From an optimization exercise on the open Yosys and OpenROAD flow, aimed at small area and a short achievable clock period; shortcuts taken in it are not production practice. In this exercise RTL edits were held to simulation tests only and were not proved equivalent to the original. No activity file was given, so power comes from the tool's default toggle rates.

## design.v

```verilog
package decodePkg;
	localparam int DataWidth = 32;
	localparam int RegAddrWidth = 5;
	localparam int RegCount = 2 ** RegAddrWidth;
	localparam int SyscallBubbles = 3;
	localparam int BubbleCntWidth = $clog2(SyscallBubbles + 1);
	typedef logic [DataWidth-1:0] word_t;
	typedef logic [RegAddrWidth-1:0] regAddr_t;
	typedef logic [5:0] aluCtrl_t;
	localparam regAddr_t LinkReg = 5'd31;      
	localparam regAddr_t SysArgReg = 5'd2;     
	localparam word_t LinkOffset = 32'd4;
	localparam logic [5:0] OpSpecial = 6'h00, OpRegimm = 6'h01, OpJ = 6'h02, OpJal = 6'h03;
	localparam logic [5:0] OpBeq = 6'h04, OpBne = 6'h05, OpBlez = 6'h06, OpBgtz = 6'h07;
	localparam logic [5:0] OpAddi = 6'h08, OpAddiu = 6'h09, OpSlti = 6'h0a, OpSltiu = 6'h0b;
	localparam logic [5:0] OpAndi = 6'h0c, OpOri = 6'h0d, OpXori = 6'h0e, OpLui = 6'h0f;
	localparam logic [5:0] OpLb = 6'h20, OpLh = 6'h21, OpLw = 6'h23, OpLbu = 6'h24;
	localparam logic [5:0] OpLhu = 6'h25, OpSb = 6'h28, OpSh = 6'h29, OpSw = 6'h2b;
	localparam logic [5:0] FnSll = 6'h00, FnSrl = 6'h02, FnSra = 6'h03, FnSllv = 6'h04;
	localparam logic [5:0] FnSrlv = 6'h06, FnSrav = 6'h07, FnJr = 6'h08, FnJalr = 6'h09;
	localparam logic [5:0] FnSyscall = 6'h0c, FnAdd = 6'h20, FnAddu = 6'h21, FnSub = 6'h22;
	localparam logic [5:0] FnSubu = 6'h23, FnAnd = 6'h24, FnOr = 6'h25, FnXor = 6'h26;
	localparam logic [5:0] FnNor = 6'h27, FnSlt = 6'h2a, FnSltu = 6'h2b;
	localparam regAddr_t RtBltz = 5'h00, RtBgez = 5'h01, RtBltzal = 5'h10, RtBgezal = 5'h11;
	localparam aluCtrl_t AluAdd = 6'b000001, AluAddu = 6'b110111, AluSub = 6'b011101;
	localparam aluCtrl_t AluSubu = 6'b011110, AluAnd = 6'b000100, AluOr = 6'b010000;
	localparam aluCtrl_t AluXor = 6'b011111, AluNor = 6'b001111, AluSlt = 6'b010101;
	localparam aluCtrl_t AluSltu = 6'b111111, AluSll = 6'b010011, AluSrl = 6'b011011;
	localparam aluCtrl_t AluSra = 6'b011001, AluSllv = 6'b010100, AluSrlv = 6'b011100;
	localparam aluCtrl_t AluSrav = 6'b011010, AluLui = 6'b001000;
	localparam aluCtrl_t AluBeq = 6'b100010, AluBne = 6'b101001, AluBlez = 6'b100110;
	localparam aluCtrl_t AluBgtz = 6'b100101, AluBltz = 6'b100111, AluBgez = 6'b100011;
	localparam aluCtrl_t AluJump = 6'b001110, AluJr = 6'b111110;
	localparam aluCtrl_t AluLb = 6'b100001, AluLh = 6'b101011, AluLw = 6'b111101;
	localparam aluCtrl_t AluLbu = 6'b101010, AluLhu = 6'b101100, AluSb = 6'b101111;
	localparam aluCtrl_t AluSh = 6'b110000, AluSw = 6'b110001;
	typedef struct packed {
		logic [5:0] opcode;
		regAddr_t rs;
		regAddr_t rt;
		regAddr_t rd;
		logic [4:0] shamt;
		logic [5:0] funct;
	} rFmt_t;
	typedef struct packed {
		logic [5:0] opcode;
		regAddr_t rs;
		regAddr_t rt;
		logic [15:0] imm16;
	} iFmt_t;
	typedef struct packed {
		logic [5:0] opcode;
		logic [25:0] index26;
	} jFmt_t;
	typedef union packed {
		rFmt_t r;
		iFmt_t i;
		jFmt_t j;
	} instr_t;
	typedef struct packed {
		logic link;
		logic regDst;
		logic jump;
		logic branch;
		logic memRead;
		logic memToReg;
		logic memWrite;
		logic aluSrc;
		logic regWrite;
		logic jumpIndex;     
		logic signExt;
		logic syscall;
		aluCtrl_t aluCtrl;
	} ctrl_t;
	typedef struct packed {
		logic writeback;
		regAddr_t dest;
		word_t data;
	} fwdSrc_t;
	typedef struct packed {
		word_t opA;
		word_t opB;
		regAddr_t dest;
		logic writeback;
		logic takenBranch;
		logic memRead;
		logic memToReg;
		logic memWrite;
		logic aluSrc;
		aluCtrl_t aluCtrl;
		regAddr_t srcA;      
		regAddr_t srcB;
		logic [4:0] shamt;
	} idEx_t;
endpackage
import decodePkg::*;
module instrDecoder (
	input decodePkg::instr_t instr,
	output decodePkg::ctrl_t ctrl
);
	always_comb begin
		ctrl = '0;
		case (instr.r.opcode)
			OpSpecial: begin
				case (instr.r.funct)
					FnSll, FnSrl, FnSra, FnSllv, FnSrlv, FnSrav, FnAdd, FnAddu,
					FnSub, FnSubu, FnAnd, FnOr, FnXor, FnNor, FnSlt, FnSltu: begin
						ctrl.regDst = 1'b1;
						ctrl.regWrite = 1'b1;
						case (instr.r.funct)
							FnSll:   ctrl.aluCtrl = AluSll;
							FnSrl:   ctrl.aluCtrl = AluSrl;
							FnSra:   ctrl.aluCtrl = AluSra;
							FnSllv:  ctrl.aluCtrl = AluSllv;
							FnSrlv:  ctrl.aluCtrl = AluSrlv;
							FnSrav:  ctrl.aluCtrl = AluSrav;
							FnAdd:   ctrl.aluCtrl = AluAdd;
							FnAddu:  ctrl.aluCtrl = AluAddu;
							FnSub:   ctrl.aluCtrl = AluSub;
							FnSubu:  ctrl.aluCtrl = AluSubu;
							FnAnd:   ctrl.aluCtrl = AluAnd;
							FnOr:    ctrl.aluCtrl = AluOr;
							FnXor:   ctrl.aluCtrl = AluXor;
							FnNor:   ctrl.aluCtrl = AluNor;
							FnSlt:   ctrl.aluCtrl = AluSlt;
							default: ctrl.aluCtrl = AluSltu;
						endcase
					end
					FnJr: begin
						ctrl.jump = 1'b1;
						ctrl.aluCtrl = AluJr;
					end
					FnJalr: begin
						ctrl.regDst = 1'b1;          
						ctrl.regWrite = 1'b1;
						ctrl.aluCtrl = AluAdd;
						ctrl.link = 1'b1;
						ctrl.jump = 1'b1;
					end
					FnSyscall: begin
						ctrl.aluSrc = 1'b1;
						ctrl.regWrite = 1'b1;
						ctrl.signExt = 1'b1;
						ctrl.aluCtrl = AluAdd;
						ctrl.syscall = 1'b1;
					end
					default: ctrl = '0;
				endcase
			end
			OpRegimm: begin
				case (instr.i.rt)
					RtBltz: begin
						ctrl.branch = 1'b1;
						ctrl.signExt = 1'b1;
						ctrl.aluCtrl = AluBltz;
					end
					RtBgez: begin
						ctrl.branch = 1'b1;
						ctrl.signExt = 1'b1;
						ctrl.aluCtrl = AluBgez;
					end
					RtBltzal, RtBgezal: begin
						ctrl.branch = 1'b1;
						ctrl.signExt = 1'b1;
						ctrl.aluCtrl = AluAdd;       
						ctrl.link = 1'b1;
						ctrl.regWrite = 1'b1;
					end
					default: ctrl = '0;
				endcase
			end
			OpJ: begin
				ctrl.jump = 1'b1;
				ctrl.jumpIndex = 1'b1;
				ctrl.aluCtrl = AluJump;
			end
			OpJal: begin
				ctrl.link = 1'b1;
				ctrl.jump = 1'b1;
				ctrl.jumpIndex = 1'b1;
				ctrl.regWrite = 1'b1;
				ctrl.aluCtrl = AluAdd;
			end
			OpBeq, OpBne, OpBlez, OpBgtz: begin
				ctrl.branch = 1'b1;
				ctrl.signExt = 1'b1;    
				case (instr.r.opcode)
					OpBeq:   ctrl.aluCtrl = AluBeq;
					OpBne:   ctrl.aluCtrl = AluBne;
					OpBlez:  ctrl.aluCtrl = AluBlez;
					default: ctrl.aluCtrl = AluBgtz;
				endcase
			end
			OpAddi, OpAddiu, OpSlti, OpSltiu, OpAndi, OpOri, OpXori, OpLui: begin
				ctrl.aluSrc = 1'b1;
				ctrl.regWrite = 1'b1;
				case (instr.r.opcode)
					OpAddi:  begin ctrl.aluCtrl = AluAdd;  ctrl.signExt = 1'b1; end
					OpAddiu: begin ctrl.aluCtrl = AluAddu; ctrl.signExt = 1'b1; end
					OpSlti:  begin ctrl.aluCtrl = AluSlt;  ctrl.signExt = 1'b1; end
					OpSltiu: begin ctrl.aluCtrl = AluSltu; ctrl.signExt = 1'b1; end   
					OpAndi:  ctrl.aluCtrl = AluAnd;
					OpOri:   ctrl.aluCtrl = AluOr;
					OpXori:  ctrl.aluCtrl = AluXor;
					default: ctrl.aluCtrl = AluLui;
				endcase
			end
			OpLb, OpLh, OpLw, OpLbu, OpLhu: begin
				ctrl.aluSrc = 1'b1;
				ctrl.regWrite = 1'b1;
				ctrl.signExt = 1'b1;
				ctrl.memRead = 1'b1;
				ctrl.memToReg = 1'b1;
				case (instr.r.opcode)
					OpLb:    ctrl.aluCtrl = AluLb;
					OpLh:    ctrl.aluCtrl = AluLh;
					OpLw:    ctrl.aluCtrl = AluLw;
					OpLbu:   ctrl.aluCtrl = AluLbu;
					default: ctrl.aluCtrl = AluLhu;
				endcase
			end
			OpSb, OpSh, OpSw: begin
				ctrl.aluSrc = 1'b1;
				ctrl.signExt = 1'b1;
				ctrl.memWrite = 1'b1;
				case (instr.r.opcode)
					OpSb:    ctrl.aluCtrl = AluSb;
					OpSh:    ctrl.aluCtrl = AluSh;
					default: ctrl.aluCtrl = AluSw;
				endcase
			end
			default: ctrl = '0;
		endcase
	end
endmodule
import decodePkg::*;
module regFile (
	input logic CLK,
	input decodePkg::regAddr_t srcA,
	input decodePkg::regAddr_t srcB,
	input decodePkg::fwdSrc_t wb,
	input decodePkg::word_t wbData,
	output logic [3*DataWidth-1:0] rdA_m,    
	output logic [3*DataWidth-1:0] rdB_m,
	output decodePkg::word_t sysArg
);
	logic [DataWidth-1:0] regs [0:RegCount-1];
	logic [RegCount*DataWidth-1:0] regsFlat;
	logic [RegCount-1:0] we;
	logic [RegCount-1:0] selA;
	logic [RegCount-1:0] selB;
	always_comb begin
		for (int i = 0; i < RegCount; i++) begin
			we[i] = wb.writeback && (wb.dest == RegAddrWidth'(i));
			selA[i] = (srcA == RegAddrWidth'(i));
			selB[i] = (srcB == RegAddrWidth'(i));
		end
	end
	for (genvar i = 0; i < RegCount; i++) begin : g_reg
		always_ff @(posedge CLK) begin
			if (we[i]) begin
				regs[i] <= wbData;
			end
		end
		assign regsFlat[i*DataWidth +: DataWidth] = regs[i];
	end
	readPort u_portA (.sel(selA), .regs(regsFlat), .m(rdA_m));
	readPort u_portB (.sel(selB), .regs(regsFlat), .m(rdB_m));
	assign sysArg = regs[SysArgReg];   
endmodule
module readPort (
	input logic [RegCount-1:0] sel,
	input logic [RegCount*DataWidth-1:0] regs,
	output logic [3*DataWidth-1:0] m
);
	for (genvar b = 0; b < DataWidth; b++) begin : g_bit
		logic [10:0] n;
		for (genvar k = 0; k < 10; k++) begin : g_aoi
			aoi222 u_aoi (
				.a0(sel[3*k]),   .b0(regs[(3*k)*DataWidth+b]),
				.a1(sel[3*k+1]), .b1(regs[(3*k+1)*DataWidth+b]),
				.a2(sel[3*k+2]), .b2(regs[(3*k+2)*DataWidth+b]),
				.y(n[k])
			);
		end
		aoi22 u_aoi_last (
			.a0(sel[30]), .b0(regs[30*DataWidth+b]),
			.a1(sel[31]), .b1(regs[31*DataWidth+b]),
			.y(n[10])
		);
		nand4g u_m0 (.a(n[0]), .b(n[1]), .c(n[2]), .d(n[3]), .y(m[3*b]));
		nand4g u_m1 (.a(n[4]), .b(n[5]), .c(n[6]), .d(n[7]), .y(m[3*b+1]));
		nand3g u_m2 (.a(n[8]), .b(n[9]), .c(n[10]), .y(m[3*b+2]));
	end
endmodule
module aoi222 (
	input logic a0, b0, a1, b1, a2, b2,
	output logic y
);
	assign y = ~((a0 & b0) | (a1 & b1) | (a2 & b2));
endmodule
module aoi22 (
	input logic a0, b0, a1, b1,
	output logic y
);
	assign y = ~((a0 & b0) | (a1 & b1));
endmodule
module nand4g (
	input logic a, b, c, d,
	output logic y
);
	assign y = ~(a & b & c & d);
endmodule
module nand3g (
	input logic a, b, c,
	output logic y
);
	assign y = ~(a & b & c);
endmodule
module o31aig (
	input logic a1, a2, a3, b1,
	output logic y
);
	assign y = ~((a1 | a2 | a3) & b1);
endmodule
module o21aig (
	input logic a1, a2, b1,
	output logic y
);
	assign y = ~((a1 | a2) & b1);
endmodule
import decodePkg::*;
module operandForward (
	input decodePkg::regAddr_t srcA,
	input decodePkg::regAddr_t srcB,
	input logic [3*DataWidth-1:0] rdA_m,
	input logic [3*DataWidth-1:0] rdB_m,
	input decodePkg::fwdSrc_t exFwd,
	input decodePkg::fwdSrc_t memFwd,
	input decodePkg::fwdSrc_t wbFwd,
	output decodePkg::word_t fwdA,
	output decodePkg::word_t fwdB
);
	fwdPort u_fwdA (.src(srcA), .rd_m(rdA_m), .exFwd(exFwd), .memFwd(memFwd), .wbFwd(wbFwd), .fwd(fwdA));
	fwdPort u_fwdB (.src(srcB), .rd_m(rdB_m), .exFwd(exFwd), .memFwd(memFwd), .wbFwd(wbFwd), .fwd(fwdB));
endmodule
module fwdPort (
	input decodePkg::regAddr_t src,
	input logic [3*DataWidth-1:0] rd_m,
	input decodePkg::fwdSrc_t exFwd,
	input decodePkg::fwdSrc_t memFwd,
	input decodePkg::fwdSrc_t wbFwd,
	output decodePkg::word_t fwd
);
	logic hitEx, hitMem, hitWb;
	logic selEx, selMem, selWb, selRd;
	assign hitEx = exFwd.writeback && (exFwd.dest == src);
	assign hitMem = memFwd.writeback && (memFwd.dest == src);
	assign hitWb = wbFwd.writeback && (wbFwd.dest == src);
	assign selEx = hitEx;
	assign selMem = !hitEx && hitMem;
	assign selWb = !hitEx && !hitMem && hitWb;
	assign selRd = !hitEx && !hitMem && !hitWb;
	for (genvar b = 0; b < DataWidth; b++) begin : g_bit
		logic [3:0] t;
		nand2g u_ex (.a(selEx), .b(exFwd.data[b]), .y(t[0]));
		nand2g u_mem (.a(selMem), .b(memFwd.data[b]), .y(t[1]));
		nand2g u_wb (.a(selWb), .b(wbFwd.data[b]), .y(t[2]));
		o31aig u_rd (.a1(rd_m[3*b]), .a2(rd_m[3*b+1]), .a3(rd_m[3*b+2]), .b1(selRd), .y(t[3]));
		nand4g u_out (.a(t[0]), .b(t[1]), .c(t[2]), .d(t[3]), .y(fwd[b]));
	end
endmodule
import decodePkg::*;
module branchResolve (
	input decodePkg::instr_t instr,
	input decodePkg::ctrl_t ctrl,
	input decodePkg::word_t fwdA,
	input decodePkg::word_t fwdB,
	input decodePkg::word_t pca,
	input decodePkg::word_t cia,
	output logic taken,
	output decodePkg::word_t nextPc
);
	logic [1:0] eqR;
	logic eq, neg, neg_n, leZ, le_n;
	logic isBeq, isBne, isBlez, isBgtz, isBltz, isBgez;
	logic isRegimmBr;
	logic [5:0] term_n;
	logic [1:0] any;
	logic cond_n;
	logic cond;
	logic [3:0] anyLo, anyHi, condQ_n;     
	decodePkg::word_t offset;
	decodePkg::word_t branchTarget;
	decodePkg::word_t jumpTarget;
	decodePkg::word_t seqPc;
	assign isBeq = (instr.i.opcode == OpBeq);
	assign isBne = (instr.i.opcode == OpBne);
	assign isBlez = (instr.i.opcode == OpBlez);
	assign isBgtz = (instr.i.opcode == OpBgtz);
	assign isRegimmBr = (instr.i.opcode == OpRegimm) && (instr.i.rt[3:1] == 3'b000);
	assign isBltz = isRegimmBr && !instr.i.rt[0];     
	assign isBgez = isRegimmBr && instr.i.rt[0];      
	eqTree u_eq (.a(fwdA), .b(fwdB), .r(eqR), .eq(eq));
	leTree u_le (.a(fwdA), .z(leZ), .le_n(le_n));
	assign neg = fwdA[DataWidth-1];
	assign neg_n = ~neg;
	nand2g u_beq (.a(eq), .b(isBeq), .y(term_n[0]));
	o21aig u_bne (.a1(eqR[0]), .a2(eqR[1]), .b1(isBne), .y(term_n[1]));      
	o21aig u_blez (.a1(neg), .a2(leZ), .b1(isBlez), .y(term_n[2]));         
	nand2g u_bgtz (.a(le_n), .b(isBgtz), .y(term_n[3]));
	nand2g u_bltz (.a(neg), .b(isBltz), .y(term_n[4]));
	nand2g u_bgez (.a(neg_n), .b(isBgez), .y(term_n[5]));
	nand3g u_any0 (.a(term_n[0]), .b(term_n[1]), .c(term_n[2]), .y(any[0]));
	nand3g u_any1 (.a(term_n[3]), .b(term_n[4]), .c(term_n[5]), .y(any[1]));
	nor2g u_cond (.a(any[0]), .b(any[1]), .y(cond_n));
	assign cond = ~cond_n;
	for (genvar k = 0; k < 4; k++) begin : g_condQ
		nand3g u_any0 (.a(term_n[0]), .b(term_n[1]), .c(term_n[2]), .y(anyLo[k]));
		nand3g u_any1 (.a(term_n[3]), .b(term_n[4]), .c(term_n[5]), .y(anyHi[k]));
		nor2g u_cond (.a(anyLo[k]), .b(anyHi[k]), .y(condQ_n[k]));
	end
	assign taken = ctrl.jump | cond;
	assign offset = {{(DataWidth-18){instr.i.imm16[15]}}, instr.i.imm16, 2'b00};
	assign branchTarget = pca + offset;
	assign jumpTarget = {cia[31:28], instr.j.index26, 2'b00};   
	always_comb begin
		if (ctrl.jump && ctrl.jumpIndex) begin
			seqPc = jumpTarget;
		end else if (ctrl.jump) begin
			seqPc = fwdA;                    
		end else begin
			seqPc = pca;
		end
	end
	for (genvar b = 0; b < DataWidth; b++) begin : g_pc
		logic u_n, v_n;
		o21aig u_br (.a1(anyLo[b/8]), .a2(anyHi[b/8]), .b1(branchTarget[b]), .y(u_n));
		nand2g u_seq (.a(condQ_n[b/8]), .b(seqPc[b]), .y(v_n));
		nand2g u_pc (.a(u_n), .b(v_n), .y(nextPc[b]));
	end
endmodule
module eqTree (
	input decodePkg::word_t a,
	input decodePkg::word_t b,
	output logic [1:0] r,
	output logic eq
);
	logic [31:0] x;
	logic [7:0] p;
	logic [3:0] q;
	for (genvar i = 0; i < 32; i++) begin : g_x
		xnor2g u_x (.a(a[i]), .b(b[i]), .y(x[i]));
	end
	for (genvar i = 0; i < 8; i++) begin : g_p
		nand4g u_p (.a(x[4*i]), .b(x[4*i+1]), .c(x[4*i+2]), .d(x[4*i+3]), .y(p[i]));
	end
	for (genvar i = 0; i < 4; i++) begin : g_q
		nor2g u_q (.a(p[2*i]), .b(p[2*i+1]), .y(q[i]));
	end
	for (genvar i = 0; i < 2; i++) begin : g_r
		nand2g u_r (.a(q[2*i]), .b(q[2*i+1]), .y(r[i]));
	end
	nor2g u_eq (.a(r[0]), .b(r[1]), .y(eq));
endmodule
module leTree (
	input decodePkg::word_t a,
	output logic z,
	output logic le_n
);
	logic [15:0] p;
	logic [7:0] q;
	logic [3:0] r;
	logic [1:0] t;
	for (genvar i = 0; i < 15; i++) begin : g_p
		nor2g u_p (.a(a[2*i]), .b(a[2*i+1]), .y(p[i]));
	end
	assign p[15] = ~a[30];
	for (genvar i = 0; i < 8; i++) begin : g_q
		nand2g u_q (.a(p[2*i]), .b(p[2*i+1]), .y(q[i]));
	end
	for (genvar i = 0; i < 4; i++) begin : g_r
		nor2g u_r (.a(q[2*i]), .b(q[2*i+1]), .y(r[i]));
	end
	for (genvar i = 0; i < 2; i++) begin : g_t
		nand2g u_t (.a(r[2*i]), .b(r[2*i+1]), .y(t[i]));
	end
	nor2g u_z (.a(t[0]), .b(t[1]), .y(z));
	nor2g u_le (.a(a[31]), .b(z), .y(le_n));
endmodule
module xnor2g (
	input logic a, b,
	output logic y
);
	assign y = ~(a ^ b);
endmodule
module nand2g (
	input logic a, b,
	output logic y
);
	assign y = ~(a & b);
endmodule
module nor2g (
	input logic a, b,
	output logic y
);
	assign y = ~(a | b);
endmodule
import decodePkg::*;
module decodeStage (
	input logic CLK,
	input logic RESET,
	input logic FREEZE,
	input decodePkg::instr_t instr,
	input decodePkg::word_t pca,
	input decodePkg::word_t cia,
	input decodePkg::fwdSrc_t exFwd,
	input decodePkg::fwdSrc_t memFwd,
	input decodePkg::fwdSrc_t wbFwd,
	input decodePkg::word_t wbData,
	output decodePkg::idEx_t idEx,
	output decodePkg::word_t nextPc,
	output logic fetchNull,
	output logic insertBubble,
	output logic sysPulse
);
	decodePkg::ctrl_t ctrl;
	logic [3*DataWidth-1:0] rdA_m;
	logic [3*DataWidth-1:0] rdB_m;
	decodePkg::word_t rdA;
	decodePkg::word_t rdB;
	decodePkg::word_t sysArg;
	decodePkg::word_t fwdA;
	decodePkg::word_t fwdB;
	decodePkg::word_t imm;
	logic taken;
	decodePkg::regAddr_t dest;
	decodePkg::idEx_t idExNext;
	logic [BubbleCntWidth-1:0] bubbleCnt;
	instrDecoder u_decoder (
		.instr (instr),
		.ctrl  (ctrl)
	);
	regFile u_regFile (
		.CLK    (CLK),
		.srcA   (instr.r.rs),
		.srcB   (instr.r.rt),
		.wb     (wbFwd),
		.wbData (wbData),
		.rdA_m  (rdA_m),
		.rdB_m  (rdB_m),
		.sysArg (sysArg)
	);
	operandForward u_forward (
		.srcA   (instr.r.rs),
		.srcB   (instr.r.rt),
		.rdA_m  (rdA_m),
		.rdB_m  (rdB_m),
		.exFwd  (exFwd),
		.memFwd (memFwd),
		.wbFwd  (wbFwd),
		.fwdA   (fwdA),
		.fwdB   (fwdB)
	);
	branchResolve u_branch (
		.instr  (instr),
		.ctrl   (ctrl),
		.fwdA   (fwdA),
		.fwdB   (fwdB),
		.pca    (pca),
		.cia    (cia),
		.taken  (taken),
		.nextPc (nextPc)
	);
	assign fetchNull = taken;
	for (genvar b = 0; b < DataWidth; b++) begin : g_rd
		assign rdA[b] = |rdA_m[3*b +: 3];
		assign rdB[b] = |rdB_m[3*b +: 3];
	end
	assign imm = ctrl.signExt ? {{(DataWidth-16){instr.i.imm16[15]}}, instr.i.imm16}
	                          : {{(DataWidth-16){1'b0}}, instr.i.imm16};
	always_comb begin
		if (ctrl.regDst)       dest = instr.r.rd;
		else if (ctrl.link)    dest = LinkReg;
		else if (ctrl.syscall) dest = '0;
		else                   dest = instr.i.rt;
	end
	always_comb begin
		idExNext = '0;
		idExNext.opA = ctrl.link ? pca : (ctrl.syscall ? sysArg : rdA);
		if (ctrl.link)         idExNext.opB = LinkOffset;
		else if (ctrl.syscall) idExNext.opB = '0;
		else if (ctrl.aluSrc)  idExNext.opB = imm;
		else                   idExNext.opB = rdB;
		idExNext.dest = dest;
		idExNext.writeback = (ctrl.regWrite && (dest != '0)) || ctrl.memToReg;
		idExNext.takenBranch = taken;
		idExNext.memRead = ctrl.memRead;
		idExNext.memToReg = ctrl.memToReg;
		idExNext.memWrite = ctrl.memWrite;
		idExNext.aluSrc = ctrl.aluSrc;
		idExNext.aluCtrl = ctrl.aluCtrl;
		idExNext.srcA = (ctrl.link || ctrl.syscall) ? '0 : instr.r.rs;
		idExNext.srcB = (ctrl.aluSrc || ctrl.link || ctrl.syscall) ? '0 : instr.r.rt;
		idExNext.shamt = instr.r.shamt;
	end
	assign insertBubble = ctrl.syscall && (bubbleCnt != '0);
	assign sysPulse = ctrl.syscall && (bubbleCnt == '0);
	always_ff @(posedge CLK or negedge RESET) begin
		if (!RESET) begin
			bubbleCnt <= BubbleCntWidth'(SyscallBubbles);
		end else if (!FREEZE) begin
			if (insertBubble) begin
				bubbleCnt <= bubbleCnt - 1'b1;
			end else begin
				bubbleCnt <= BubbleCntWidth'(SyscallBubbles);   
			end
		end
	end
	always_ff @(posedge CLK or negedge RESET) begin
		if (!RESET) begin
			idEx <= '0;
		end else if (!FREEZE) begin
			idEx <= insertBubble ? '0 : idExNext;    
		end
	end
endmodule
```

## flow/run.sh

```bash
#!/bin/bash
# The standard layout (standard.sh: ORFS synthesis to final layout), with these changes:
# - the I/O ports get plain buf_2 buffers instead of the delay cells buffer_ports picks by
#   default (the resizer still sizes them),
# - the resizer may swap cells across footprints,
# - CTS uses no dummy load cells and clusters up to 14 sinks within 50 um per leaf buffer
#   (ORFS's other CTS options unchanged).
# The full make output goes to standard.log here; ORFS's per-step logs are under orfs/logs/.
set -euo pipefail
bash standard.sh \
	"BUFFER_PORTS_ARGS=-buffer_cell sky130_fd_sc_hd__buf_2" \
	MATCH_CELL_FOOTPRINT=0 \
	"CTS_ARGS=-sink_clustering_enable -repair_clock_nets -dont_use_dummy_load -sink_clustering_size 14 -sink_clustering_max_diameter 50 -buf_list {sky130_fd_sc_hd__clkbuf_4 sky130_fd_sc_hd__clkbuf_8}" \
	finish > standard.log 2>&1
```

## standard.sh

```bash
#!/bin/bash
# synth_recipe.tcl (not shown) runs the flow's synth.tcl, then flattens the netlist and writes it again
# the make line also repeats each setting of config.mk as NAME=value (left out here)
make -C /OpenROAD-flow-scripts/flow DESIGN_CONFIG=/design/flow/config.mk WORK_HOME=/design/flow/orfs CLKGATE_MAP_FILE= SYNTH_SCRIPT=/design/flow/synth_recipe.tcl "${@:-finish}"
```

## config.mk

```make
export PLATFORM = sky130hd
export DESIGN_NAME = decodeStage
export DESIGN_NICKNAME = decodeStage
export VERILOG_FILES = /design/flow/design.v
export SDC_FILE = /design/flow/constraint.sdc
export NUM_CORES = 4
export LEC_CHECK = 0
export ABC_CLOCK_PERIOD_IN_PS = 100000
export CAP_MARGIN = 20
export CORE_MARGIN = 2
export CORE_UTILIZATION = 40
export CTS_BUF_LIST = sky130_fd_sc_hd__clkbuf_4 sky130_fd_sc_hd__clkbuf_8
export PLACE_DENSITY = 0.5
export SETUP_SLACK_MARGIN = 3.0
export SLEW_MARGIN = 20
export SYNTH_HIERARCHICAL = 1
```

## constraint.sdc

```tcl
create_clock -name core_clock -period 8.5 [get_ports {CLK}]
set_input_delay 1.7000 -clock core_clock [delete_from_list [all_inputs] [get_ports {CLK}]]
set_output_delay 1.7000 -clock core_clock [all_outputs]
set_load 0.01 [all_outputs]
```

==> results of run 1 <==
==> worst register-to-register path, stage by stage, from the launching register on <==
cell and delay, ps:
edfxtp_1 390, a222oi_1 500, nand4_1 210, buf_6 210, o31ai_4 270, nand4_1 180, xnor2_1 210, buf_4 190
nand4_1 120, buf_6 160, nor2_4 90, nand2_2 90, nor2_1 140, nand2_2 170, nand3_1 140, nor2_1 50
nand2b_1 250, buf_4 170, nand2_1 30, o21ai_0 140
==> sequential cells by signal (all words and copies together), names as in the netlist <==
signal / flops
idEx: 96
u_regFile.regs: 1024
bubbleCnt: 2
==> report_power, final <==
group          total [mW]  internal, mW  switching (mW)  leakage, nW
Clock                3.29          1.39            1.90        0.964
Combinational        1.91         0.669            1.24         10.1
Sequential           6.22          6.15          0.0696         10.5
Total                11.4          8.21            3.21         21.5
==> path summary, 6_finish.rpt <==
| check | cells past startpoint | endpoint | slack (ps) |
|---|---|---|---|
| max | 19 | nextPc[3] | 1060 |
| min | 2 | idEx[19]$_DFFE_PN0N_ | 480 |
| max reg2reg | 19 | idEx[25]$_DFFE_PN0N_ | 4660 |
| min reg2reg | 2 | idEx[19]$_DFFE_PN0N_ | 480 |
| max in group asynchronous | 2 | idEx[95]$_DFFE_PN0N_ | 6240 |
| min in group asynchronous | 1 | idEx[45]$_DFFE_PN0N_ | 860 |
==> final cells by class <==
type	count	area share (%)
clock buffer	134	2.92
inverter	30	0.178
tap	1662	3.30
timing repair buffer	822	10.4
multi-input combinational	2483	30.4
sequential	1122	52.6
antenna	25	0.0992
==> what timing repair did <==
item	CTS	global route
pin swaps	230	44
gates resized for setup	235	42
hold buffers	0	0
buffers inserted	197	17
setup endpoints to repair	35	34
gates cloned	19	2
==> per-stage QoR <==
stage               std cells  area [um2]  util (%)  worst slack (ps)  total power [mW]
finish                   6278       63100      49.5              1060              11.4
global route             6263       63100      49.4              1080              11.7
CTS                      6234       62700      49.1              1330              11.4
detailed placement       5884       57800      45.3               199              7.96
global placement         5884       57800      45.3               315              7.95
floorplan                3742       51800         -              1900              7.07
==> per-layer routing <==
layer,GRT usage (%),up-vias,share of wire (%)
met5,0,-,0.038
li1,-,18100,-
met2,55.5,3719,43
met3,13.4,597,15
met4,16.1,16,5.0
met1,48.1,22600,37
==> impl_metrics.env, run 1 <==
export IMPL_min_path_type="reg2reg"
export IMPL_grt_pass1_vias=41800
export IMPL_synth_area_mm2=0.0514
export IMPL_slew_viol_final=0
export IMPL_drtIter0Drc=9922
export IMPL_cts_sinks=1122
export IMPL_critPathCaptureType="primary output"
export IMPL_gp_congestion=0.946
export IMPL_drive_gt1_share_pct=29.4
export IMPL_p_per_area_mw_per_mm2=181
export IMPL_critPathLaunch="instr[16]"
export IMPL_hp_start="idEx[19]$_DFFE_PN0N_"
export IMPL_tightest_slew_ps=1200
export IMPL_p_leak_nw=21.5
export IMPL_cts_root_buffer="clkbuf_8"
export IMPL_nets=4875
export IMPL_area_sequential_mm2=0.0332
export IMPL_dieArea_mm2=0.131
export IMPL_rows=131
export IMPL_crit_arrival_ps=5740
export IMPL_setup_viol=0
export IMPL_rsz0062_at_grt="yes"
export IMPL_path_max_fanout=10
export IMPL_period_needed_ps=7440
export IMPL_avgSynthCellArea_um2=13.7
export IMPL_final_setup_tns_ps=0
export IMPL_finalCritPeriodShare_pct=87.5
export IMPL_die_y_um=363
export IMPL_ys_warn_count=11
export IMPL_worst_hold_slack_ps=476
export IMPL_postSynthCellCount=3742
export IMPL_slew_headroom_pct=19.6
export IMPL_drc_errors=0
export IMPL_grt_start_max_net_pins=73
export IMPL_crit_path_max_incr_delay_ps=680
export IMPL_crit_family="simple AND/OR/NAND/NOR gates"
export IMPL_crit_path_start_kind="input pin"
export IMPL_ant_nets=0
export IMPL_cap_violations=0
export IMPL_cts_clk_slew_worst_paths_ps=30
export IMPL_dr_pass1_iters=13
export IMPL_numCtsBuffers=134
export IMPL_vias=45000
export IMPL_peakVddDrop_uv=136
export IMPL_wl_um=252000
export IMPL_slowest_stage="nor3_4"
export IMPL_coreArea_mm2=0.128
export IMPL_tritoncts="yes"
export IMPL_r2r_start="u_regFile.regs[18][24]$_DFFE_PP_"
export IMPL_grt_total_usage_pct=37.0
export IMPL_path_cells="buf_6 -> buf_4 -> xnor2_1 -> and3_1 -> nor3_4 -> buf_4 -> nand2_1 -> nand4_1 -> xnor2_1 -> nand4_1 -> nor2_4 -> nand2_2 -> o21ai_4 -> buf_12 -> nand3_4 -> buf_6 -> o21ai_1 -> nand2_2 -> buf_2"
export IMPL_syn_nets=4024
export IMPL_status="no timing/DRC/antenna violations"
export IMPL_port_buffers=347
export IMPL_insertion_delay_ps=920
export IMPL_clk_path_buf_depth=3
export IMPL_crit_buf_inv=6
export IMPL_antenna_found_initial=37
export IMPL_mostFrequentLayoutCell="edfxtp_1"
export IMPL_io_pins=376
export IMPL_layout_common_cells="edfxtp_1 (1,024), a222oi_1 (640), nand2_1 (382)"
export IMPL_crit_required_ps=6800
export IMPL_h_tree_depth=4
export IMPL_syn2layout_area_growth_pct=22.7
export IMPL_wire_per_inst_um=40.1
export IMPL_grt_first_pass_wirelength_um=336000
export IMPL_nFillCells=11500
export IMPL_max_freq_mhz=134
export IMPL_fin_skew_ps=68.8
export IMPL_die_x_um=363
export IMPL_hold_violations=0
export IMPL_via_per_inst=7.17
export IMPL_start_util_pct=40.3
export IMPL_critical_path_class="in2out"
export IMPL_place_hpwl_um=164000
export IMPL_multi_input_area_mm2=0.0192
export IMPL_grt_overflow=0
==> run 2, diff against run 1 <==
--- a/config.mk
+++ b/config.mk
@@ -10,5 +10,4 @@
 export CORE_MARGIN = 2
-export CORE_UTILIZATION = 40
-export CTS_BUF_LIST = sky130_fd_sc_hd__clkbuf_4 sky130_fd_sc_hd__clkbuf_8
-export PLACE_DENSITY = 0.5
+export CORE_UTILIZATION = 65
+export PLACE_DENSITY = 0.78
 export SETUP_SLACK_MARGIN = 3.0
==> impl_metrics.env, run 2 <==
export IMPL_r2r_start="u_regFile.regs[15][24]$_DFFE_PP_"
export IMPL_grt_overflow=0
export IMPL_synth_area_mm2=0.0514
export IMPL_hold_violations=0
export IMPL_critPathCaptureType="primary output"
export IMPL_avgSynthCellArea_um2=13.7
export IMPL_syn2layout_area_growth_pct=19.8
export IMPL_reg2reg_to="idEx[25]$_DFFE_PN0N_"
export IMPL_coreArea_mm2=0.0786
export IMPL_antenna_found_initial=26
export IMPL_max_freq_mhz=133
export IMPL_slew_headroom_pct=28.6
export IMPL_grt_total_usage_pct=50.2
export IMPL_min_path_type="reg2reg"
export IMPL_peakVddDrop_uv=200
export IMPL_tritoncts="yes"
export IMPL_dieArea_mm2=0.0814
export IMPL_status="no timing/DRC/antenna violations"
export IMPL_ant_nets=0
export IMPL_period_needed_ps=7500
export IMPL_largest_reg_flops=1024
export IMPL_rows=103
export IMPL_cts_sinks=1122
export IMPL_path_max_fanout=13
export IMPL_cts_clk_slew_worst_paths_ps=50
export IMPL_hp_start="idEx[14]$_DFFE_PN0N_"
export IMPL_p_leak_nw=21.2
export IMPL_start_util_pct=65.4
export IMPL_insertion_delay_ps=800
export IMPL_syn_nets=4024
export IMPL_dr_pass1_iters=22
export IMPL_final_setup_tns_ps=0
export IMPL_min_to="idEx[14]$_DFFE_PN0N_"
export IMPL_cts_root_buffer="clkbuf_8"
export IMPL_postSynthCellCount=3742
export IMPL_via_per_inst=8.40
export IMPL_crit_buf_inv=5
export IMPL_grt_pass1_vias=42900
export IMPL_slowest_stage="nor2_4"
export IMPL_layout_common_cells="edfxtp_1 (1,024), a222oi_1 (640), nand2_1 (381)"
export IMPL_crit_path_start_kind="input pin"
export IMPL_ys_warn_count=11
export IMPL_wire_per_inst_um=39.0
export IMPL_mostFrequentLayoutCell="edfxtp_1"
export IMPL_grt_first_pass_wirelength_um=294000
export IMPL_setup_viol=0
export IMPL_r2r_setup_slack_ps=4710
export IMPL_reg2reg_depth=19
export IMPL_die_y_um=285
export IMPL_crit_family="simple AND/OR/NAND/NOR gates"
export IMPL_port_buffers=347
export IMPL_numCtsBuffers=108
export IMPL_top_regs="u_regFile.regs: 1024 flops, idEx: 96 flops, bubbleCnt: 2 flops"
export IMPL_p_per_area_mw_per_mm2=177
export IMPL_vias=46800
export IMPL_regMostFlops="u_regFile.regs"
export IMPL_crit_required_ps=6800
export IMPL_slew_viol_final=0
export IMPL_critical_path_class="in2out"
export IMPL_place_hpwl_um=133000
export IMPL_drtIter0Drc=13700
export IMPL_crit_arrival_ps=5800
export IMPL_wl_um=217000
export IMPL_h_tree_depth=3
export IMPL_finalCritPeriodShare_pct=88.2
export IMPL_die_x_um=285
export IMPL_gp_congestion=1.00
export IMPL_rsz0062_at_grt="yes"
export IMPL_cap_violations=0
export IMPL_io_pins=376
export IMPL_path_cells="buf_12 -> or3b_4 -> buf_6 -> nor2_4 -> buf_12 -> a222oi_1 -> nand4_1 -> o31ai_4 -> nand4_1 -> xnor2_1 -> nand4_1 -> nor2_2 -> nand2_4 -> o21ai_4 -> buf_12 -> nand3_4 -> nor2_4 -> nand2_1 -> nand2_2 -> buf_2"
export IMPL_grt_start_max_net_pins=86
export IMPL_place_inst=5211
export IMPL_fin_skew_ps=101
export IMPL_tightest_slew_ps=1070
export IMPL_drc_errors=0
export IMPL_crit_path_max_incr_delay_ps=580
export IMPL_fin_cells=5575
export IMPL_clk_path_buf_depth=3
export IMPL_hold_depth=2
export IMPL_nets=4789
export IMPL_drive_gt1_share_pct=28.0
run 2: cell types whose count changed in the layout (fill, tap and decap cells not counted), moves of 7 or more:
cell      previous run  this run
nor2_2               2        24
buf_8                6        20
buf_6               65        75
nor2_4             114        87
buf_2              318       310
clkbuf_8           134       108
o21ai_1             86        93
nor2_1             131       124
nor4_1              18        26
buf_4              364       294
run 2: per-stage QoR:
step                total power, mW  util (%)  area [um2]  setup WS, ps  hold slack, ps
floorplan                      7.07         -       51800          1900             453
global placement               7.77      71.5       56200           548             458
detailed placement             7.79      71.6       56300           390             465
CTS                            10.6      76.7       60300          1370             480
global route                   11.1      78.3       61600          1020             494
finish                         10.9      78.4       61600          1000             473
run 2: where the power goes:
| part | switching (mW) | internal [mW] |
|---|---|---|
| logic | 1.14 | 0.642 |
| registers | 0.0841 | 6.15 |
| clock network | 1.76 | 1.12 |
run 2: worst min-delay path: stages, from the launching register on:
cell and delay (ps):
dfrtp_1 330, nand2_1 50, o21ai_0 60
run 2: area by class of cell:
| class | count | area [um2] |
|---|---|---|
| diodes | 20 | 50.0 |
| repair buffers | 772 | 6430 |
| flip-flops and latches | 1122 | 33200 |
| well taps | 1050 | 1310 |
| clock buffers | 108 | 1490 |
| inverters | 30 | 113 |
| fillers | 4698 | 17000 |
| multi-input cells | 2473 | 19000 |
run 2: worst max path at each step:
| stage | start | end | slack, ps | cells after the start |
|---|---|---|---|---|
| 3_5_place_dp | instr[17] | nextPc[6] | 390 | 19 |
| 4_1_cts | instr[22] | nextPc[30] | 1370 | 21 |
| 5_1_grt | instr[21] | nextPc[10] | 1020 | 21 |
| 6_report | instr[25] | nextPc[12] | 1000 | 20 |
| 3_3_place_gp | instr[16] | nextPc[5] | 550 | 19 |
| 2_1_floorplan | instr[24] | nextPc[0] | 1900 | 15 |
run 2: per-layer routing:
layer	vias to the layer above	share of wire (%)	track usage (%)
li1	17900	-	-
met4	18	8.6	25.0
met1	21900	29	61.1
met5	-	0.24	2.38
met3	1411	20	23.2
met2	5585	42	75.5
run 2: repair_timing:
action	CTS	global route
resized for setup	251	110
setup endpoints to repair	34	35
hold buffers	0	0
buffers inserted	158	62
pin swaps	218	121
cloned	6	10
==> run 3, diff against run 2 <==
--- a/design.v
+++ b/design.v
@@ -246,12 +246,27 @@
 );
+	localparam int Half = DataWidth / 2;
 	logic [DataWidth-1:0] regs [0:RegCount-1];
 	logic [RegCount*DataWidth-1:0] regsFlat;
-	logic [RegCount-1:0] we;
-	logic [RegCount-1:0] selA;
-	logic [RegCount-1:0] selB;
+	logic [3:0] loA_n, loB_n, loW_n;      
+	logic [7:0] hiA_n, hiB_n, hiW_n;      
+	logic [2*RegCount-1:0] selA;          
+	logic [2*RegCount-1:0] selB;
+	logic [2*RegCount-1:0] we;            
 	always_comb begin
-		for (int i = 0; i < RegCount; i++) begin
-			we[i] = wb.writeback && (wb.dest == RegAddrWidth'(i));
-			selA[i] = (srcA == RegAddrWidth'(i));
-			selB[i] = (srcB == RegAddrWidth'(i));
+		for (int k = 0; k < 4; k++) begin
+			loA_n[k] = !(srcA[1:0] == 2'(k));
+			loB_n[k] = !(srcB[1:0] == 2'(k));
+			loW_n[k] = !(wb.writeback && (wb.dest[1:0] == 2'(k)));
+		end
+		for (int j = 0; j < 8; j++) begin
+			hiA_n[j] = !(srcA[4:2] == 3'(j));
+			hiB_n[j] = !(srcB[4:2] == 3'(j));
+			hiW_n[j] = !(wb.dest[4:2] == 3'(j));
+		end
+	end
+	for (genvar c = 0; c < 2; c++) begin : g_copy
+		for (genvar i = 0; i < RegCount; i++) begin : g_dec
+			nor2g u_selA (.a(hiA_n[i/4]), .b(loA_n[i%4]), .y(selA[c*RegCount+i]));
+			nor2g u_selB (.a(hiB_n[i/4]), .b(loB_n[i%4]), .y(selB[c*RegCount+i]));
+			nor2g u_we (.a(hiW_n[i/4]), .b(loW_n[i%4]), .y(we[c*RegCount+i]));
 		end
@@ -261,3 +276,6 @@
 			if (we[i]) begin
-				regs[i] <= wbData;
+				regs[i][Half-1:0] <= wbData[Half-1:0];
+			end
+			if (we[RegCount+i]) begin
+				regs[i][DataWidth-1:Half] <= wbData[DataWidth-1:Half];
 			end
@@ -271,3 +289,3 @@
 module readPort (
-	input logic [RegCount-1:0] sel,
+	input logic [2*RegCount-1:0] sel,     
 	input logic [RegCount*DataWidth-1:0] regs,
@@ -277,7 +295,9 @@
 		logic [10:0] n;
+		logic [RegCount-1:0] s;
+		assign s = sel[(b / (DataWidth/2))*RegCount +: RegCount];
 		for (genvar k = 0; k < 10; k++) begin : g_aoi
 			aoi222 u_aoi (
-				.a0(sel[3*k]),   .b0(regs[(3*k)*DataWidth+b]),
-				.a1(sel[3*k+1]), .b1(regs[(3*k+1)*DataWidth+b]),
-				.a2(sel[3*k+2]), .b2(regs[(3*k+2)*DataWidth+b]),
+				.a0(s[3*k]),   .b0(regs[(3*k)*DataWidth+b]),
+				.a1(s[3*k+1]), .b1(regs[(3*k+1)*DataWidth+b]),
+				.a2(s[3*k+2]), .b2(regs[(3*k+2)*DataWidth+b]),
 				.y(n[k])
@@ -286,4 +306,4 @@
 		aoi22 u_aoi_last (
-			.a0(sel[30]), .b0(regs[30*DataWidth+b]),
-			.a1(sel[31]), .b1(regs[31*DataWidth+b]),
+			.a0(s[30]), .b0(regs[30*DataWidth+b]),
+			.a1(s[31]), .b1(regs[31*DataWidth+b]),
 			.y(n[10])
==> impl_metrics.env, run 3 <==
export IMPL_fin_skew_ps=89.6
export IMPL_mostFrequentLayoutCell="edfxtp_1"
export IMPL_path_cells="buf_12 -> buf_6 -> nand2_8 -> buf_12 -> nor2_2 -> buf_6 -> a222oi_1 -> nand4_1 -> o31ai_4 -> nand4_1 -> xnor2_1 -> nand4_1 -> nor2_2 -> nand2_4 -> o21ai_4 -> buf_12 -> nand3_4 -> buf_4 -> o21ai_2 -> nand2_2 -> buf_6"
export IMPL_top_regs="u_regFile.regs: 1024 flops, idEx: 96 flops, bubbleCnt: 2 flops"
export IMPL_tritoncts="yes"
export IMPL_h_tree_depth=3
export IMPL_p_leak_nw=21.3
export IMPL_gp_congestion=1.04
export IMPL_syn2layout_area_growth_pct=18.9
export IMPL_coreArea_mm2=0.0789
export IMPL_vias=46800
export IMPL_cts_root_buffer="clkbuf_8"
export IMPL_r2r_start="u_regFile.regs[24][26]$_DFFE_PP_"
export IMPL_final_setup_tns_ps=0
export IMPL_multi_input_area_mm2=0.0191
export IMPL_p_per_area_mw_per_mm2=176
export IMPL_grt_pass1_vias=42800
export IMPL_numCtsBuffers=106
export IMPL_setup_ws_ps=995
export IMPL_crit_required_ps=6800
export IMPL_area_sequential_mm2=0.0332
export IMPL_hold_violations=0
export IMPL_insertion_delay_ps=810
export IMPL_cts_hold_buffers=0
export IMPL_largest_reg_flops=1024
export IMPL_drc_errors=0
export IMPL_regMostFlops="u_regFile.regs"
export IMPL_die_y_um=286
export IMPL_reg2reg_depth=17
export IMPL_path_max_fanout=8
export IMPL_critPathCaptureType="primary output"
export IMPL_synth_area_mm2=0.0517
export IMPL_grt_total_usage_pct=47.0
export IMPL_min_to="idEx[19]$_DFFE_PN0N_"
export IMPL_critical_path_class="in2out"
export IMPL_dieArea_mm2=0.0818
export IMPL_nets=4944
export IMPL_cts_sinks=1122
export IMPL_dp_worst_setup_slack_ps=425
export IMPL_peakVddDrop_uv=167
export IMPL_tightest_slew_ps=1090
export IMPL_slowest_stage="o31ai_4"
export IMPL_ys_warn_count=11
export IMPL_clk_path_buf_depth=3
export IMPL_max_freq_mhz=133
export IMPL_setup_viol=0
export IMPL_wire_per_inst_um=35.6
export IMPL_layout_common_cells="edfxtp_1 (1,024), a222oi_1 (640), nand2_1 (382), buf_4 (382), buf_2 (315)"
export IMPL_grt_overflow=0
export IMPL_hold_depth=2
export IMPL_slew_viol_final=0
export IMPL_ant_nets=0
export IMPL_hp_start="idEx[19]$_DFFE_PN0N_"
export IMPL_postSynthCellCount=3833
export IMPL_crit_path_start_kind="input pin"
export IMPL_via_per_inst=8.17
export IMPL_drive_gt1_share_pct=27.6
export IMPL_reg2reg_to="idEx[25]$_DFFE_PN0N_"
export IMPL_postLayoutCoreUtil_pct=77.9
export IMPL_start_util_pct=65.6
export IMPL_grt_first_pass_wirelength_um=279000
export IMPL_drtIter0Drc=13400
export IMPL_r2r_setup_slack_ps=4590
export IMPL_rows=103
export IMPL_port_buffers=347
export IMPL_dr_pass1_iters=22
export IMPL_wl_um=204000
export IMPL_grt_start_max_net_pins=78
export IMPL_fin_cells=5722
export IMPL_worst_hold_slack_ps=472
export IMPL_antenna_found_initial=12
export IMPL_crit_arrival_ps=5800
export IMPL_nFillCells=4701
export IMPL_rsz0062_at_grt="yes"
export IMPL_min_path_type="reg2reg"
export IMPL_avgSynthCellArea_um2=13.5
export IMPL_status="no timing/DRC/antenna violations"
export IMPL_crit_path_max_incr_delay_ps=530
export IMPL_io_pins=376
export IMPL_cts_clk_slew_worst_paths_ps=40
export IMPL_slew_headroom_pct=27.3
export IMPL_period_needed_ps=7500
export IMPL_place_inst=5346
export IMPL_cap_violations=0
export IMPL_place_hpwl_um=128000
export IMPL_die_x_um=286
export IMPL_syn_nets=4115
export IMPL_finalCritPeriodShare_pct=88.3
-- run 3: worst max path at each step --
stage | from | to | cells after the start
floorplan | instr[24] | nextPc[0] | 15
global placement | instr[25] | nextPc[15] | 20
detailed placement | instr[21] | nextPc[15] | 18
CTS | instr[22] | nextPc[17] | 21
global route | instr[24] | nextPc[20] | 20
finish | instr[16] | nextPc[20] | 21
-- run 3: timing repair --
action                     in CTS  in global routing
pin swaps                     208                142
gates resized for setup       269                 95
gates cloned                   14                  5
buffers inserted              166                 73
setup endpoints to repair      35                 34
-- run 3: where the power goes --
group	internal, mW	switching, mW
Combinational	0.663	1.13
Clock	1.10	1.70
Sequential	6.14	0.0773
-- run 3: worst max-delay path, delay by kind of cell --
| kind | cells | cell delay [ps] |
|---|---|---|
| AO/OA/AOI/OAI | 4 | 1260 |
| AND/OR/NAND/NOR | 9 | 1460 |
| XOR/XNOR | 1 | 250 |
| buffers and inverters | 7 | 1090 |
-- run 3: cell type report --
cell class / count / area share, %
multi-input cells: 2579 / 31.1
clock buffers: 106 / 2.37
inverters: 29 / 0.177
diodes: 12 / 0.0488
flip-flops and latches: 1122 / 54.0
repair buffers: 824 / 10.2
well taps: 1050 / 2.14
-- run 3: metal layers --
metal	vias to the layer above	track usage, %	routed length [um]
met1	22000	58.2	62500
met3	1211	20.5	39500
li1	18300	-	-
met2	5286	70.4	87000
met4	18	24.2	14400
met5	-	0.407	440
-- run 3: metrics by stage --
| stage | power [mW] | cell area (um2) |
|---|---|---|
| 2_1_floorplan | 7.07 | 51900 |
| 3_3_place_gp | 7.74 | 56300 |
| 3_5_place_dp | 7.77 | 56300 |
| 4_1_cts | 10.6 | 60400 |
| 5_1_grt | 11.0 | 61500 |
| 6_report | 10.8 | 61500 |

==> static timing again, ports no longer ideal <==
No port has a modelled driver above. Below, the same layouts with a new extraction and two added sets of constraints. Step 1 sets driving cells, clkbuf_16 on the clock port and buf_2 on the other inputs (assumed; they add their load-dependent delay and slew). Step 2 moves the port delays by t, midway between the first and last clock arrival at a register: inputs arrive t later, outputs are due t later. That takes back most of the time a late clock gives input paths. Three values: no drivers, after step 1, after step 2; two values: the first two.
run	t (ns)	setup slack, ns	worst hold slack (ns)	pins driven straight from the clock port
run 1	0.957	1.065 / 1.016 / 1.016	0.476 / 0.476 / 0.476	1
run 2	0.822	1.001 / 0.744 / 0.744	0.473 / 0.473 / 0.473	1
run 3	0.832	0.995 / 0.824 / 0.824	0.472 / 0.472 / 0.472	1
After both steps setup and hold are still met in every run listed. The setup slack of run 2, which loses most, moves by -0.257 ns with the drivers and by -0.257 ns with both steps.
